From an optimization exercise on the open Yosys and OpenROAD flow, aimed at small area and a short achievable clock period; shortcuts taken in it are not production practice. Where RTL was checked, it was by simulation tests only, not by an equivalence proof against the original.

## mdu_hilo
module mdu_hilo #(
  parameter int MULT_CYCLES = 5,
  parameter int DIV_CYCLES  = 10
) (
  input  logic        clk,
  input  logic        reset,
  input  logic [3:0]  MDU_op,
  input  logic        start,
  input  logic        Req,
  input  logic [31:0] E_V1_f,
  input  logic [31:0] E_V2_f,
  output logic        busy,
  output logic [31:0] MDU_out
);
==> flow/config.mk <==
export PLATFORM = sky130hd
export DESIGN_NAME = mdu_hilo
export DESIGN_NICKNAME = mdu_hilo
export VERILOG_FILES = /design/flow/design.v
export SDC_FILE = /design/flow/constraint.sdc
export NUM_CORES = 4
export LEC_CHECK = 0
export ABC_AREA = 1
export CAP_MARGIN = 30
export CORE_MARGIN = 2
export CORE_UTILIZATION = 40
export CTS_BUF_LIST = sky130_fd_sc_hd__clkbuf_8
export CTS_CLUSTER_SIZE = 40
export SLEW_MARGIN = 30
==> flow/constraint.sdc <==
create_clock -name core_clock -period 105.0 [get_ports {clk}]
set_input_delay 21.0000 -clock core_clock [delete_from_list [all_inputs] [get_ports {clk}]]
set_output_delay 21.0000 -clock core_clock [all_outputs]
set_load 0.01 [all_outputs]
standard.sh (not shown) runs the stock make flow with config.mk's settings and CLKGATE_MAP_FILE= SYNTH_SCRIPT=/design/flow/synth_recipe.tcl, a recipe that flattens the netlist after the stock synthesis.
==> flow/flow/run.sh <==
#!/bin/bash
# The standard layout (standard.sh) with two changes:
#  * synthesis maps with a plain area-recovery ABC script (strash, dch, amap)
#    (flow/abc_amap.script); everything else in synthesis is synth_recipe.tcl as is,
#    so the registers, their names and cell types are the standard synthesis's;
#  * the port buffers that global placement inserts on every input and output are buf_2
#    cells rather than the delay-buffer cell buffer_ports picks by default.
set -euo pipefail
cd "$(dirname "$0")/.."
work=$(pwd)
{
  head -n 1 synth_recipe.tcl
  echo "proc abc {args} {"
  echo "  set i [lsearch -exact \$args -script]"
  echo "  if {\$i >= 0} { lset args [expr {\$i + 1}] {$work/flow/abc_amap.script} }"
  echo "  yosys abc {*}\$args"
  echo "}"
  tail -n +2 synth_recipe.tcl
} > own_synth.tcl
export BUFFER_PORTS_ARGS="-buffer_cell sky130_fd_sc_hd__buf_2"
bash standard.sh SYNTH_SCRIPT="$work/own_synth.tcl" finish > standard_flow.log 2>&1
==> flow/flow/abc_amap.script <==
strash
dch
amap
topo
stime -c
The first run finished clean.
Edit:
==> flow/run.sh (new file) <==
#!/bin/bash
# synth_recipe.tcl (not shown) runs the flow's synth.tcl, then flattens the netlist and writes it again
# the make line also repeats each setting of config.mk as NAME=value (left out here)
make -C /OpenROAD-flow-scripts/flow DESIGN_CONFIG=/design/flow/config.mk WORK_HOME=/design/flow/orfs CLKGATE_MAP_FILE= SYNTH_SCRIPT=/design/flow/synth_recipe.tcl finish
- CTS_BUF_LIST: sky130_fd_sc_hd__clkbuf_8 -> unset
- CTS_CLUSTER_SIZE: 40 -> unset
removed: flow/flow/run.sh
removed: flow/flow/abc_amap.script
removed: flow/standard.sh
What happened:
- sequential cell count stays the same
- fmax fell by about 1%
- design area rose by about 11%
- utilization barely changes
- area after synthesis rose by 11%
- worst hold slack stays flat


== run 1 ==
mdu_hilo, a different RTL version from the one above (not shown whole).
Size: about 2300 cells after synthesis, about 110 flip-flops, about 110 I/O pins, ~0.016 mm² of cells after synthesis.
// mdu_hilo
module mdu_hilo #(
  parameter int MULT_CYCLES = 5,
  parameter int DIV_CYCLES  = 10
) (
  input  logic        clk,
  input  logic        reset,
  input  logic [3:0]  MDU_op,
  input  logic        start,
  input  logic        Req,
  input  logic [31:0] E_V1_f,
  input  logic [31:0] E_V2_f,
  output logic        busy,
  output logic [31:0] MDU_out
);
  localparam logic [3:0] OP_MULT  = 4'd1;
  localparam logic [3:0] OP_MULTU = 4'd2;
  localparam logic [3:0] OP_DIV   = 4'd3;
  localparam logic [3:0] OP_DIVU  = 4'd4;
  localparam logic [3:0] OP_MFHI  = 4'd5;
  localparam logic [3:0] OP_MFLO  = 4'd6;
  localparam logic [3:0] OP_MTHI  = 4'd7;
  localparam logic [3:0] OP_MTLO  = 4'd8;
  logic        busy_q;           
  logic        zh_q, zl_q;       
  logic        nh_q, nl_q;       
  logic [3:0]  k_q;              
  logic        mul_q;            
  logic        com_q;            
  logic        sgn_q;            
  logic        corr_q;           
  logic        bp_q;             
  logic        mc_q;             
  logic [1:0]  qt_q;             
  logic        ax_q;             
  logic [31:0] hi_q, lo_q, b_q;
  function automatic logic [31:0] cneg(input logic [31:0] v, input logic n);
    logic c;
    c = 1'b0;
    for (int i = 0; i < 32; i++) begin
      cneg[i] = v[i] ^ c;
      c       = c | (n & v[i]);
    end
  endfunction
  function automatic logic [34:0] bsel(input logic [34:0] yx, input logic one,
                                       input logic two, input logic neg);
    for (int i = 0; i < 35; i++)
      bsel[i] = ((one & yx[i]) | (two & ((i > 0) ? yx[(i > 0) ? i-1 : 0] : 1'b0))) ^ neg;
  endfunction
  logic acc, op_mul, op_div, op_mult, op_div_s;
  assign acc      = start & ~Req & ~busy_q;
  ...
export LEC_CHECK = 0
export ABC_AREA = 1
export CAP_MARGIN = 30
export CORE_MARGIN = 2
export CORE_UTILIZATION = 40
export SLEW_MARGIN = 30
create_clock -name core_clock -period 105.0 [get_ports {clk}]
==> flow/flow/run.sh <==
#!/bin/bash
# The standard layout (standard.sh, unchanged synthesis and steps), except that the
# port buffers that global placement inserts on every input and output are buf_2 cells
# rather than the delay-buffer cell buffer_ports picks by default.
set -euo pipefail
cd "$(dirname "$0")/.."
export BUFFER_PORTS_ARGS="-buffer_cell sky130_fd_sc_hd__buf_2"
bash standard.sh > standard_flow.log 2>&1
Edits applied to the flow inputs when going from run 1 to run 2:
==> flow/flow/run.sh <==
#!/bin/bash
# The standard layout (standard.sh) with two changes:
#  * synthesis maps with ORFS's area ABC script minus its buffer/upsize/dnsize passes
#    (flow/abc_area_nosize.script); everything else in synthesis is synth_recipe.tcl as is,
#    so the registers, their names and cell types are the standard synthesis's;
#  * the port buffers that global placement inserts on every input and output are buf_2
#    cells rather than the delay-buffer cell buffer_ports picks by default.
set -euo pipefail
cd "$(dirname "$0")/.."
work=$(pwd)
{
  head -n 1 synth_recipe.tcl
  echo "proc abc {args} {"
  echo "  set i [lsearch -exact \$args -script]"
  echo "  if {\$i >= 0} { lset args [expr {\$i + 1}] {$work/flow/abc_area_nosize.script} }"
  echo "  yosys abc {*}\$args"
  echo "}"
  tail -n +2 synth_recipe.tcl
} > own_synth.tcl
export BUFFER_PORTS_ARGS="-buffer_cell sky130_fd_sc_hd__buf_2"
bash standard.sh SYNTH_SCRIPT="$work/own_synth.tcl" finish > standard_flow.log 2>&1
==> flow/flow/abc_area_nosize.script (new file) <==
strash
dch
map -B 0.9
topo
stime -c
Findings:
- Per the comparison of run 2 with run 1, share of the yosys chip area belonging to registers rose by 0.98 points, well-tap cell count fell by 7, fraction of met2 tracks used by global routing rose by 2.0 points, routed length on met1 fell by 1.1%.
- Between run 1 and run 2, share of the clock period used by the worst path increased.
- Per the comparison of run 2 with run 1, synthesized area fell by 4.5%, met3 layer usage reported by global route went up by 0.31 points, count of cells along the worst register-to-register path climbed 2, layout buffering overhead excluding clock cells level.
- For the number of core rows, run 2 came in about 1.4% lower than run 1 did.
Input-level comparison between run 3 and run 2:
==> flow/flow/run.sh <==
#!/bin/bash
# The standard layout (standard.sh) with two changes:
#  * synthesis maps with a plain area-recovery ABC script (strash, dch, amap)
#    (flow/abc_amap.script); everything else in synthesis is synth_recipe.tcl as is,
#    so the registers, their names and cell types are the standard synthesis's;
#  * the port buffers that global placement inserts on every input and output are buf_2
#    cells rather than the delay-buffer cell buffer_ports picks by default.
set -euo pipefail
cd "$(dirname "$0")/.."
work=$(pwd)
{
  head -n 1 synth_recipe.tcl
  echo "proc abc {args} {"
  echo "  set i [lsearch -exact \$args -script]"
  echo "  if {\$i >= 0} { lset args [expr {\$i + 1}] {$work/flow/abc_amap.script} }"
  echo "  yosys abc {*}\$args"
  echo "}"
  tail -n +2 synth_recipe.tcl
} > own_synth.tcl
export BUFFER_PORTS_ARGS="-buffer_cell sky130_fd_sc_hd__buf_2"
bash standard.sh SYNTH_SCRIPT="$work/own_synth.tcl" finish > standard_flow.log 2>&1
==> flow/flow/abc_amap.script (new file) <==
strash
dch
amap
topo
stime -c
removed: flow/flow/abc_area_nosize.script
Notes after the runs:
- Run 3 completed every stage of the flow, and the final layout passed the timing, DRC and antenna checks.
- Run comparison: run 3 critical path class reg -> reg; run 2 critical path class in -> out
- Looking at sequential share of layout area, run 3 sits 1.5 points higher than run 2 does.
- A beginning of the critical path of mc_q is what run 3 shows, while MDU_op[2] belongs to run 2.
- Run 2 has higher setup slack than run 3.
- In the reports for run 2 and run 3, the smaller sequential element share of the synthesized area belongs to run 2.
- When run 3 is set beside run 2, its met2 track demand over resource turns out to be 2.9 points larger.
- Taking run 2 as the reference, in run 3 cell count has decreased; post-synthesis compound-gate area fraction has increased; critical path depth has increased; CTS sink count has remained practically unchanged.
- The higher relative area of non-clock buffer cells in the final design came out of run 3.
- In the reports for run 2 and run 3, the smaller layout overhead on the synthesized area belongs to run 2.
- Compared with run 2, run 3 shows count of inverters other than clock inverters in the layout that has gone down by a little under 10%.
No functional check of the RTL was part of any run of this note.


Another version of the RTL of mdu_hilo (not shown whole).
Size: ~1700 cells after synthesis, about 110 I/O pins, about 14000 sq um of cells after synthesis.
export LEC_CHECK = 0
export ABC_AREA = 1
export CAP_MARGIN = 30
export CORE_MARGIN = 2
export CORE_UTILIZATION = 55
export CTS_BUF_LIST = sky130_fd_sc_hd__clkbuf_8
export CTS_CLUSTER_SIZE = 40
export SLEW_MARGIN = 30
create_clock -name core_clock -period 105.0 [get_ports {clk}]
==> flow/flow/run.sh <==
#!/bin/bash
# The standard layout (standard.sh) with two changes:
#  * synthesis maps with a plain area-recovery ABC script (strash, dch, amap)
#    (flow/abc_amap.script); everything else in synthesis is synth_recipe.tcl as is,
#    so the registers, their names and cell types are the standard synthesis's;
#  * the port buffers that global placement inserts on every input and output are buf_2
#    cells rather than the delay-buffer cell buffer_ports picks by default.
set -euo pipefail
cd "$(dirname "$0")/.."
work=$(pwd)
{
  head -n 1 synth_recipe.tcl
  echo "proc abc {args} {"
  echo "  set i [lsearch -exact \$args -script]"
  echo "  if {\$i >= 0} { lset args [expr {\$i + 1}] {$work/flow/abc_amap.script} }"
  echo "  yosys abc {*}\$args"
  echo "}"
  tail -n +2 synth_recipe.tcl
} > own_synth.tcl
export BUFFER_PORTS_ARGS="-buffer_cell sky130_fd_sc_hd__buf_2"
bash standard.sh SYNTH_SCRIPT="$work/own_synth.tcl" finish > standard_flow.log 2>&1
==> flow/flow/abc_amap.script <==
strash
dch
amap
topo
stime -c
==> next run, changes <==
--- a/flow/config.mk
+++ b/flow/config.mk
@@ -11 +11 @@
-export CORE_UTILIZATION = 55
+export CORE_UTILIZATION = 50
Effect: Via count fell by about 1.5%. Worst setup slack got worse by 0.033 ns. Non-clock buffer count grows by 2. Cell area came out higher by about 0.46%. Global-route usage is lower by 2.5 points.
==> next run, changes <==
--- a/flow/config.mk
+++ b/flow/config.mk
@@ -11 +11 @@
-export CORE_UTILIZATION = 50
+export CORE_UTILIZATION = 40
Sequential cell count stays the same.
Area after synthesis is unchanged.
Clock-buffer cell count is higher by 1.
Utilization goes down by 11 points.
Cell area went up by 0.34%.
Wire length is about the same.
Worst setup slack gets worse by 0.021 ns.
Worst hold slack gains 0.020 ns.
Clock skew came out higher by 0.0053 ns.
Fmax hardly moves.


Another version of the RTL of mdu_hilo (not shown whole).
Size in the first run: roughly 1700 cells after synthesis, ~120 flip-flops, about 14000 µm² of cells after synthesis.
==> flow/config.mk <==
export PLATFORM = sky130hd
export DESIGN_NAME = mdu_hilo
export DESIGN_NICKNAME = mdu_hilo
export VERILOG_FILES = /design/flow/design.v
export SDC_FILE = /design/flow/constraint.sdc
export NUM_CORES = 4
export LEC_CHECK = 0
export ABC_AREA = 1
export CAP_MARGIN = 10
export CORE_MARGIN = 2
export CORE_UTILIZATION = 40
export CTS_BUF_LIST = sky130_fd_sc_hd__clkbuf_8
export CTS_CLUSTER_SIZE = 40
export SLEW_MARGIN = 10
==> flow/constraint.sdc <==
create_clock -name core_clock -period 105.0 [get_ports {clk}]
set_input_delay 21.0000 -clock core_clock [delete_from_list [all_inputs] [get_ports {clk}]]
set_output_delay 21.0000 -clock core_clock [all_outputs]
set_load 0.01 [all_outputs]
Scripts as last shown in full above: flow/flow/run.sh, flow/flow/abc_amap.script
Change:
Settings changed: CAP_MARGIN 10 to 30, CORE_UTILIZATION 40 to 50, SLEW_MARGIN 10 to 30.
Outcome: The new run passed the timing, DRC and antenna checks; cell count is lower by a few percent; synthesized cell count stays the same.
Change:
Settings changed: CAP_MARGIN 30 to 60, CORE_UTILIZATION 50 to 40, SLEW_MARGIN 30 to 60.
Outcome: Clock skew rises by 5.1 ps; maximum frequency fell slightly; synthesized area stays the same; hold slack hardly moves; final area rises slightly; via count barely changes.


north:
Starting RTL as in the previous note.
export LEC_CHECK = 0
export ABC_AREA = 1
export CAP_MARGIN = 30
export CORE_MARGIN = 2
export CORE_UTILIZATION = 40
export CTS_BUF_LIST = sky130_fd_sc_hd__clkbuf_4 sky130_fd_sc_hd__clkbuf_8
export SLEW_MARGIN = 30
create_clock -name core_clock -period 105.0 [get_ports {clk}]
Scripts as last shown in full above: flow/flow/run.sh, flow/flow/abc_amap.script
The inputs of south differ from those of north as listed below.
# north
export LEC_CHECK = 0
export ABC_AREA = 1
export CAP_MARGIN = 30
export CORE_MARGIN = 2
export CORE_UTILIZATION = 40
export CTS_BUF_LIST = sky130_fd_sc_hd__clkbuf_4 sky130_fd_sc_hd__clkbuf_8
export SLEW_MARGIN = 30
create_clock -name core_clock -period 105.0 [get_ports {clk}]
# south
export LEC_CHECK = 0
export ABC_AREA = 1
export CAP_MARGIN = 30
export CORE_MARGIN = 2
export CORE_UTILIZATION = 40
export CTS_BUF_LIST = sky130_fd_sc_hd__clkbuf_8
export CTS_CLUSTER_SIZE = 40
export SLEW_MARGIN = 30
create_clock -name core_clock -period 105.0 [get_ports {clk}]
[summary]
- The detailed-route wire length per cell on south is in line with that on north.
- Comparing north and south, the higher worst max-slew margin expressed relative to the limit is on north.
- north and south ended up with nearly the same final instance area.
- Total iterations of the first detailed-routing run in south is 1 higher than in north

==> separate check: timing with driven ports <==
How much do the figures lean on ideal ports? The routed layouts below were timed once more, with nothing changed but the port constraints.
Step 1, drivers: a clkbuf_16 drives clk and a buf_2 each remaining input, both assumed.
Step 2 adds t to the input delays and takes it off the output delays; t is the mean of the earliest and latest rising clock arrival at the registers after step 1. Input paths then give back, and output paths get back, about the clock's delay inside the block.
a / b / c = ideal / step 1 / step 2; a / b = the first two.
run | t, ns | setup slack, ns | worst hold slack (ns) | worst setup path at the end | worst register clock-pin slew, ns
the first run of note 1 | 0.512 | 61.024 / 61.003 / 61.003 | 0.469 / 0.469 / 0.469 | input to output | 0.09 / 0.09
the second run of note 1 | 0.486 | 60.565 / 60.541 / 60.541 | 0.469 / 0.469 / 0.469 | input to output | 0.06 / 0.06
run 1 | 0.479 | 61.086 / 61.066 / 61.066 | 0.463 / 0.463 / 0.463 | input to output | 0.07 / 0.07
run 2 | 0.512 | 60.689 / 60.666 / 60.666 | 0.462 / 0.462 / 0.462 | input to output | 0.07 / 0.07
run 3 | 0.496 | 60.261 / 60.261 / 60.261 | 0.483 / 0.483 / 0.483 | register to register | 0.07 / 0.07
the first run of note 3 | 0.514 | 61.272 / 61.252 / 61.252 | 0.468 / 0.468 / 0.468 | input to output | 0.10 / 0.10
the second run of note 3 | 0.537 | 61.238 / 61.216 / 61.216 | 0.448 / 0.448 / 0.448 | input to output | 0.10 / 0.10
the third run of note 3 | 0.542 | 61.217 / 61.198 / 61.198 | 0.468 / 0.468 / 0.468 | input to output | 0.10 / 0.10
the first run of note 4 | 0.533 | 61.493 / 61.473 / 61.473 | 0.486 / 0.486 / 0.486 | input to output | 0.09 / 0.09
the second run of note 4 | 0.552 | 61.774 / 61.751 / 61.751 | 0.485 / 0.485 / 0.485 | input to output | 0.09 / 0.09
the third run of note 4 | 0.530 | 61.518 / 61.497 / 61.497 | 0.487 / 0.487 / 0.487 | input to output | 0.09 / 0.09
north | 0.532 | 61.489 / 61.469 / 61.469 | 0.487 / 0.487 / 0.487 | input to output | 0.09 / 0.09
south | 0.533 | 61.493 / 61.473 / 61.473 | 0.486 / 0.486 / 0.486 | input to output | 0.09 / 0.09
After both steps setup and hold are still met in every run listed. For the second run of note 1, which loses most, drivers alone change the setup slack by -0.024 ns; drivers and shift together by -0.024 ns.
